Background: an optimization exercise with open tools, aiming at small area. Do not read the settings as production practice. In this exercise RTL edits were held to simulation tests only and were not proved equivalent to the original. No activity file was given, so power comes from the tool's default toggle rates.

==> inputs of harbor <==
==> flow/design.v <==
module branch_predict_unit #(
  parameter int unsigned XLEN     = 32,
  parameter int unsigned ENTRIES  = 32,
  parameter logic [1:0]  CTR_INIT = 2'b01,
  parameter int unsigned PERF_W   = 32
) (
  input  logic              clk_i,
  input  logic              rst_ni,
  input  logic [XLEN-1:0]   fetch_pc_i,
  output logic              pred_taken_o,
  output logic [XLEN-1:0]   pred_target_o,
  input  logic              ex_valid_i,
  input  logic [XLEN-1:0]   ex_pc_i,
  input  logic              is_branch_i,
  input  logic              is_jal_i,
  input  logic              is_jalr_i,
  input  logic [2:0]        funct3_i,
  input  logic              zero_flag_i,
  input  logic              negative_flag_i,
  input  logic              overflow_flag_i,
  input  logic              carry_flag_i,
  input  logic [XLEN-1:0]   ex_target_i,
  input  logic              ex_pred_taken_i,
  input  logic [XLEN-1:0]   ex_pred_target_i,
  output logic              take_branch_o,
  output logic              mispredict_o,
  output logic [XLEN-1:0]   redirect_pc_o,
  output logic [PERF_W-1:0] branch_cnt_o,
  output logic [PERF_W-1:0] mispredict_cnt_o
);
  localparam int unsigned IDX_W = $clog2(ENTRIES);
  localparam int unsigned TAG_W = XLEN - IDX_W - 2;
  logic [ENTRIES-1:0] valid_q;
  logic [ENTRIES-1:0] jump_q;
  logic [TAG_W-1:0]   tag_q [ENTRIES];
  logic [XLEN-1:0]    tgt_q [ENTRIES];
  logic [1:0]         ctr_q [ENTRIES];
  function automatic logic [1:0] sat_inc(input logic [1:0] c);
    sat_inc = (c == 2'b11) ? 2'b11 : c + 2'b01;
  endfunction
  function automatic logic [1:0] sat_dec(input logic [1:0] c);
    sat_dec = (c == 2'b00) ? 2'b00 : c - 2'b01;
  endfunction
  logic unused_pc_bits;
  assign unused_pc_bits = ^{fetch_pc_i[1:0], ex_pc_i[1:0]};
  logic [IDX_W-1:0] f_idx;
  logic [TAG_W-1:0] f_tag;
  logic             f_hit;
  assign f_idx = fetch_pc_i[IDX_W+1:2];
  assign f_tag = fetch_pc_i[XLEN-1:IDX_W+2];
  assign f_hit = valid_q[f_idx] && (tag_q[f_idx] == f_tag);
  assign pred_taken_o  = rst_ni && f_hit && (jump_q[f_idx] || ctr_q[f_idx][1]);
  assign pred_target_o = rst_ni ? tgt_q[f_idx] : '0;
  logic            slt;
  logic            sltu;
  logic            br_cond;
  logic            ctrl;
  logic            take;
  logic            mispredict;
  logic [XLEN-1:0] fallthrough_pc;
  assign slt  = negative_flag_i ^ overflow_flag_i;
  assign sltu = ~carry_flag_i;
  always_comb begin
    br_cond = 1'b0;
    case (funct3_i)
      3'b000:  br_cond = zero_flag_i;
      3'b001:  br_cond = ~zero_flag_i;
      3'b100:  br_cond = slt;
      3'b101:  br_cond = ~slt;
      3'b110:  br_cond = sltu;
      3'b111:  br_cond = ~sltu;
      default: br_cond = 1'b0;
    endcase
  end
  assign ctrl = ex_valid_i && (is_branch_i || is_jal_i || is_jalr_i);
  assign take = ctrl && (is_jal_i || is_jalr_i || (is_branch_i && br_cond));
  assign mispredict = ex_valid_i &&
                      ((ex_pred_taken_i != take) ||
                       (take && (ex_pred_target_i != ex_target_i)));
  assign fallthrough_pc = ex_pc_i + XLEN'(4);
  assign take_branch_o = rst_ni && take;
  assign mispredict_o  = rst_ni && mispredict;
  assign redirect_pc_o = (rst_ni && mispredict) ? (take ? ex_target_i : fallthrough_pc) : '0;
  logic [IDX_W-1:0] ex_idx;
  logic [TAG_W-1:0] ex_tag;
  logic             ex_hit;
  logic             upd_take;
  logic             upd_dec;
  logic             upd_inv;
  assign ex_idx   = ex_pc_i[IDX_W+1:2];
  assign ex_tag   = ex_pc_i[XLEN-1:IDX_W+2];
  assign ex_hit   = valid_q[ex_idx] && (tag_q[ex_idx] == ex_tag);
  assign upd_take = ctrl && take;
  assign upd_dec  = ctrl && !take && ex_hit;
  assign upd_inv  = ex_valid_i && !ctrl && ex_pred_taken_i && ex_hit;
  always_ff @(posedge clk_i or negedge rst_ni) begin
    if (!rst_ni) begin
      valid_q <= '0;
      jump_q  <= '0;
      for (int i = 0; i < ENTRIES; i++) begin
        tag_q[i] <= '0;
        tgt_q[i] <= '0;
        ctr_q[i] <= CTR_INIT;
      end
    end else begin
      if (upd_take) begin
        valid_q[ex_idx] <= 1'b1;
        tag_q[ex_idx]   <= ex_tag;
        tgt_q[ex_idx]   <= ex_target_i;
        jump_q[ex_idx]  <= is_jal_i || is_jalr_i;
        ctr_q[ex_idx]   <= ex_hit ? sat_inc(ctr_q[ex_idx]) : 2'b10;
      end else if (upd_dec) begin
        ctr_q[ex_idx]   <= sat_dec(ctr_q[ex_idx]);
      end else if (upd_inv) begin
        valid_q[ex_idx] <= 1'b0;
      end
    end
  end
  logic [PERF_W-1:0] br_cnt_q;
  logic [PERF_W-1:0] mp_cnt_q;
  always_ff @(posedge clk_i or negedge rst_ni) begin
    if (!rst_ni) begin
      br_cnt_q <= '0;
      mp_cnt_q <= '0;
    end else begin
      if (ctrl)       br_cnt_q <= br_cnt_q + PERF_W'(1);
      if (mispredict) mp_cnt_q <= mp_cnt_q + PERF_W'(1);
    end
  end
  assign branch_cnt_o     = br_cnt_q;
  assign mispredict_cnt_o = mp_cnt_q;
endmodule
==> flow/run.sh <==
#!/bin/bash
# synth_recipe.tcl (not shown) runs the flow's synth.tcl, then flattens the netlist and writes it again
# the make line also repeats each setting of config.mk as NAME=value (left out here)
make -C /OpenROAD-flow-scripts/flow DESIGN_CONFIG=/design/flow/config.mk WORK_HOME=/design/flow/orfs CLKGATE_MAP_FILE= SYNTH_SCRIPT=/design/flow/synth_recipe.tcl finish
==> flow/config.mk <==
export PLATFORM = sky130hd
export DESIGN_NAME = branch_predict_unit
export DESIGN_NICKNAME = branch_predict_unit
export VERILOG_FILES = /design/flow/design.v
export SDC_FILE = /design/flow/constraint.sdc
export NUM_CORES = 4
export LEC_CHECK = 0
export CAP_MARGIN = 20
export CORE_MARGIN = 2
export CORE_UTILIZATION = 30
export SLEW_MARGIN = 20
==> flow/constraint.sdc <==
create_clock -name core_clock -period 12.0 [get_ports {clk_i}]
set_input_delay 2.4000 -clock core_clock [delete_from_list [all_inputs] [get_ports {clk_i}]]
set_output_delay 2.4000 -clock core_clock [all_outputs]
set_load 0.01 [all_outputs]
==> lagoon (differences from harbor) <==
--- a/flow/design.v
+++ b/flow/design.v
@@ -35,12 +35,6 @@
   logic [TAG_W-1:0]   tag_q [ENTRIES];
   logic [XLEN-1:0]    tgt_q [ENTRIES];
   logic [1:0]         ctr_q [ENTRIES];
-  function automatic logic [1:0] sat_inc(input logic [1:0] c);
-    sat_inc = (c == 2'b11) ? 2'b11 : c + 2'b01;
-  endfunction
-  function automatic logic [1:0] sat_dec(input logic [1:0] c);
-    sat_dec = (c == 2'b00) ? 2'b00 : c - 2'b01;
-  endfunction
   logic unused_pc_bits;
   assign unused_pc_bits = ^{fetch_pc_i[1:0], ex_pc_i[1:0]};
   logic [IDX_W-1:0] f_idx;
@@ -48,16 +42,29 @@
   logic             f_hit;
   assign f_idx = fetch_pc_i[IDX_W+1:2];
   assign f_tag = fetch_pc_i[XLEN-1:IDX_W+2];
-  assign f_hit = valid_q[f_idx] && (tag_q[f_idx] == f_tag);
-  assign pred_taken_o  = rst_ni && f_hit && (jump_q[f_idx] || ctr_q[f_idx][1]);
-  assign pred_target_o = rst_ni ? tgt_q[f_idx] : '0;
+  logic [ENTRIES-1:0] f_sel;
+  logic [TAG_W-1:0]   f_rtag;
+  logic [XLEN-1:0]    f_rtgt;
+  logic               f_rv, f_rp;
+  always_comb begin
+    f_rtag = '0; f_rtgt = '0; f_rv = 1'b0; f_rp = 1'b0;
+    for (int i = 0; i < ENTRIES; i++) begin
+      f_sel[i] = (f_idx == IDX_W'(i));
+      f_rtag |= {TAG_W{f_sel[i]}} & tag_q[i];
+      f_rtgt |= {XLEN{f_sel[i]}} & tgt_q[i];
+      f_rv   |= f_sel[i] & valid_q[i];
+      f_rp   |= f_sel[i] & (jump_q[i] | ctr_q[i][1]);
+    end
+  end
+  assign f_hit = f_rv && (f_rtag == f_tag);
+  assign pred_taken_o  = rst_ni && f_hit && f_rp;
+  assign pred_target_o = f_rtgt;
   logic            slt;
   logic            sltu;
   logic            br_cond;
   logic            ctrl;
   logic            take;
   logic            mispredict;
-  logic [XLEN-1:0] fallthrough_pc;
   assign slt  = negative_flag_i ^ overflow_flag_i;
   assign sltu = ~carry_flag_i;
   always_comb begin
@@ -73,48 +80,61 @@
     endcase
   end
   assign ctrl = ex_valid_i && (is_branch_i || is_jal_i || is_jalr_i);
-  assign take = ctrl && (is_jal_i || is_jalr_i || (is_branch_i && br_cond));
+  assign take = ex_valid_i && (is_jal_i || is_jalr_i || (is_branch_i && br_cond));
   assign mispredict = ex_valid_i &&
                       ((ex_pred_taken_i != take) ||
                        (take && (ex_pred_target_i != ex_target_i)));
-  assign fallthrough_pc = ex_pc_i + XLEN'(4);
   assign take_branch_o = rst_ni && take;
   assign mispredict_o  = rst_ni && mispredict;
-  assign redirect_pc_o = (rst_ni && mispredict) ? (take ? ex_target_i : fallthrough_pc) : '0;
+  assign redirect_pc_o = (rst_ni && mispredict) ?
+                         (take ? ex_target_i : {ex_pc_i[XLEN-1:2] + 1'b1, ex_pc_i[1:0]}) : '0;
   logic [IDX_W-1:0] ex_idx;
   logic [TAG_W-1:0] ex_tag;
   logic             ex_hit;
+  logic [1:0]       ex_ctr;
   logic             upd_take;
   logic             upd_dec;
   logic             upd_inv;
+  logic [1:0]       ctr_new;
   assign ex_idx   = ex_pc_i[IDX_W+1:2];
   assign ex_tag   = ex_pc_i[XLEN-1:IDX_W+2];
-  assign ex_hit   = valid_q[ex_idx] && (tag_q[ex_idx] == ex_tag);
-  assign upd_take = ctrl && take;
+  logic [ENTRIES-1:0] e_sel;
+  logic [TAG_W-1:0]   e_rtag;
+  logic               e_rv;
+  always_comb begin
+    e_rtag = '0; e_rv = 1'b0; ex_ctr = '0;
+    for (int i = 0; i < ENTRIES; i++) begin
+      e_sel[i] = (ex_idx == IDX_W'(i));
+      e_rtag |= {TAG_W{e_sel[i]}} & tag_q[i];
+      e_rv   |= e_sel[i] & valid_q[i];
+      ex_ctr |= {2{e_sel[i]}} & ctr_q[i];
+    end
+  end
+  assign ex_hit   = e_rv && (e_rtag == ex_tag);
+  assign upd_take = take;
   assign upd_dec  = ctrl && !take && ex_hit;
   assign upd_inv  = ex_valid_i && !ctrl && ex_pred_taken_i && ex_hit;
+  always_comb begin
+    if (upd_take)
+      ctr_new = !ex_hit ? 2'b10 : (ex_ctr == 2'b11) ? 2'b11 : ex_ctr + 2'b01;
+    else
+      ctr_new = (ex_ctr == 2'b00) ? 2'b00 : ex_ctr - 2'b01;
+  end
   always_ff @(posedge clk_i or negedge rst_ni) begin
     if (!rst_ni) begin
       valid_q <= '0;
-      jump_q  <= '0;
-      for (int i = 0; i < ENTRIES; i++) begin
-        tag_q[i] <= '0;
-        tgt_q[i] <= '0;
-        ctr_q[i] <= CTR_INIT;
-      end
     end else begin
-      if (upd_take) begin
-        valid_q[ex_idx] <= 1'b1;
-        tag_q[ex_idx]   <= ex_tag;
-        tgt_q[ex_idx]   <= ex_target_i;
-        jump_q[ex_idx]  <= is_jal_i || is_jalr_i;
-        ctr_q[ex_idx]   <= ex_hit ? sat_inc(ctr_q[ex_idx]) : 2'b10;
-      end else if (upd_dec) begin
-        ctr_q[ex_idx]   <= sat_dec(ctr_q[ex_idx]);
-      end else if (upd_inv) begin
-        valid_q[ex_idx] <= 1'b0;
-      end
+      if (upd_take)     valid_q[ex_idx] <= 1'b1;
+      else if (upd_inv) valid_q[ex_idx] <= 1'b0;
     end
+  end
+  always_ff @(posedge clk_i) begin
+    if (upd_take) begin
+      tag_q[ex_idx]  <= ex_tag;
+      tgt_q[ex_idx]  <= ex_target_i;
+      jump_q[ex_idx] <= is_jal_i || is_jalr_i;
+    end
+    if (upd_take || upd_dec) ctr_q[ex_idx] <= ctr_new;
   end
   logic [PERF_W-1:0] br_cnt_q;
   logic [PERF_W-1:0] mp_cnt_q;
- CORE_UTILIZATION: 30 -> 60
- CTS_BUF_LIST: not set -> sky130_fd_sc_hd__clkbuf_8
- CTS_CLUSTER_SIZE: not set -> 20
- PLACE_DENSITY: not set -> 0.72
==> metrics.csv <==
stage,metric,value,unit
outcome,status,no timing/DRC/antenna violations,
floorplan,dieArea,141000,um^2
layout,drive_gt1_frac,0.139,
synthesis,syn_nets,5708,
floorplan,nWellTaps,1794,
synthesis,synth-simple-area-share,0.0764,
power_and_ir_drop,combinationalPowerShare,0.080,
critical_path,crit_arrival,9.02,ns
critical_path,r2r-end,ctr_q[0][0]$_DFFE_PP_,
route,wl,376,mm
synthesis,synth.avg_cell_area,14.9,um^2
The numbers above come from lagoon.

==> metrics.csv <==
stage,metric,value,unit
route,wl_met2,200,mm
outcome,status,no timing/DRC/antenna violations,
floorplan,dieArea,328000,um^2
layout,multi_input_area_share,0.386,
critical_path,crit_arrival,8.28,ns
place,place_area,106000,um^2
layout,drive_gt1_frac,0.311,
critical_path,cp_data_required_time,9.60,ns
synthesis,syn_nets,8376,
synthesis,synth-simple-area-share,0.0731,
route,wl,488,mm
synthesis,synth_fa_ha_area_frac,0.00129,
synthesis,synth.avg_cell_area,11.8,um^2
power_and_ir_drop,power-top-group,sequential cells,
critical_path,r2r_cells,12,
The numbers above come from harbor.

## separate check: timing with driven ports
Ports are ideal in the flow. The routed layouts listed here were re-timed in OpenROAD.
Step 1 sets driving cells, clkbuf_16 on the clock port and buf_2 on the other inputs (assumed; they add their load-dependent delay and slew).
Step 2 times the ports against the registers' clock, not the clock port: input delays grow and output delays shrink by t, the midpoint of the rising clock arrivals with the driver on.
a / b / c = ideal / step 1 / step 2; a / b = the first two.
run | shift t [ns] | slack for setup (ns) | worst setup path at the end | worst register clock-pin slew, ns | pins driven straight from the clock port
harbor | 1.008 | 1.321 / 1.294 / 1.294 | input to output | 0.07 / 0.07 | 1
lagoon | 1.099 | 0.581 / 0.554 / 0.554 | input to output | 0.07 / 0.07 | 1
After both steps setup and hold are still met in every run listed.
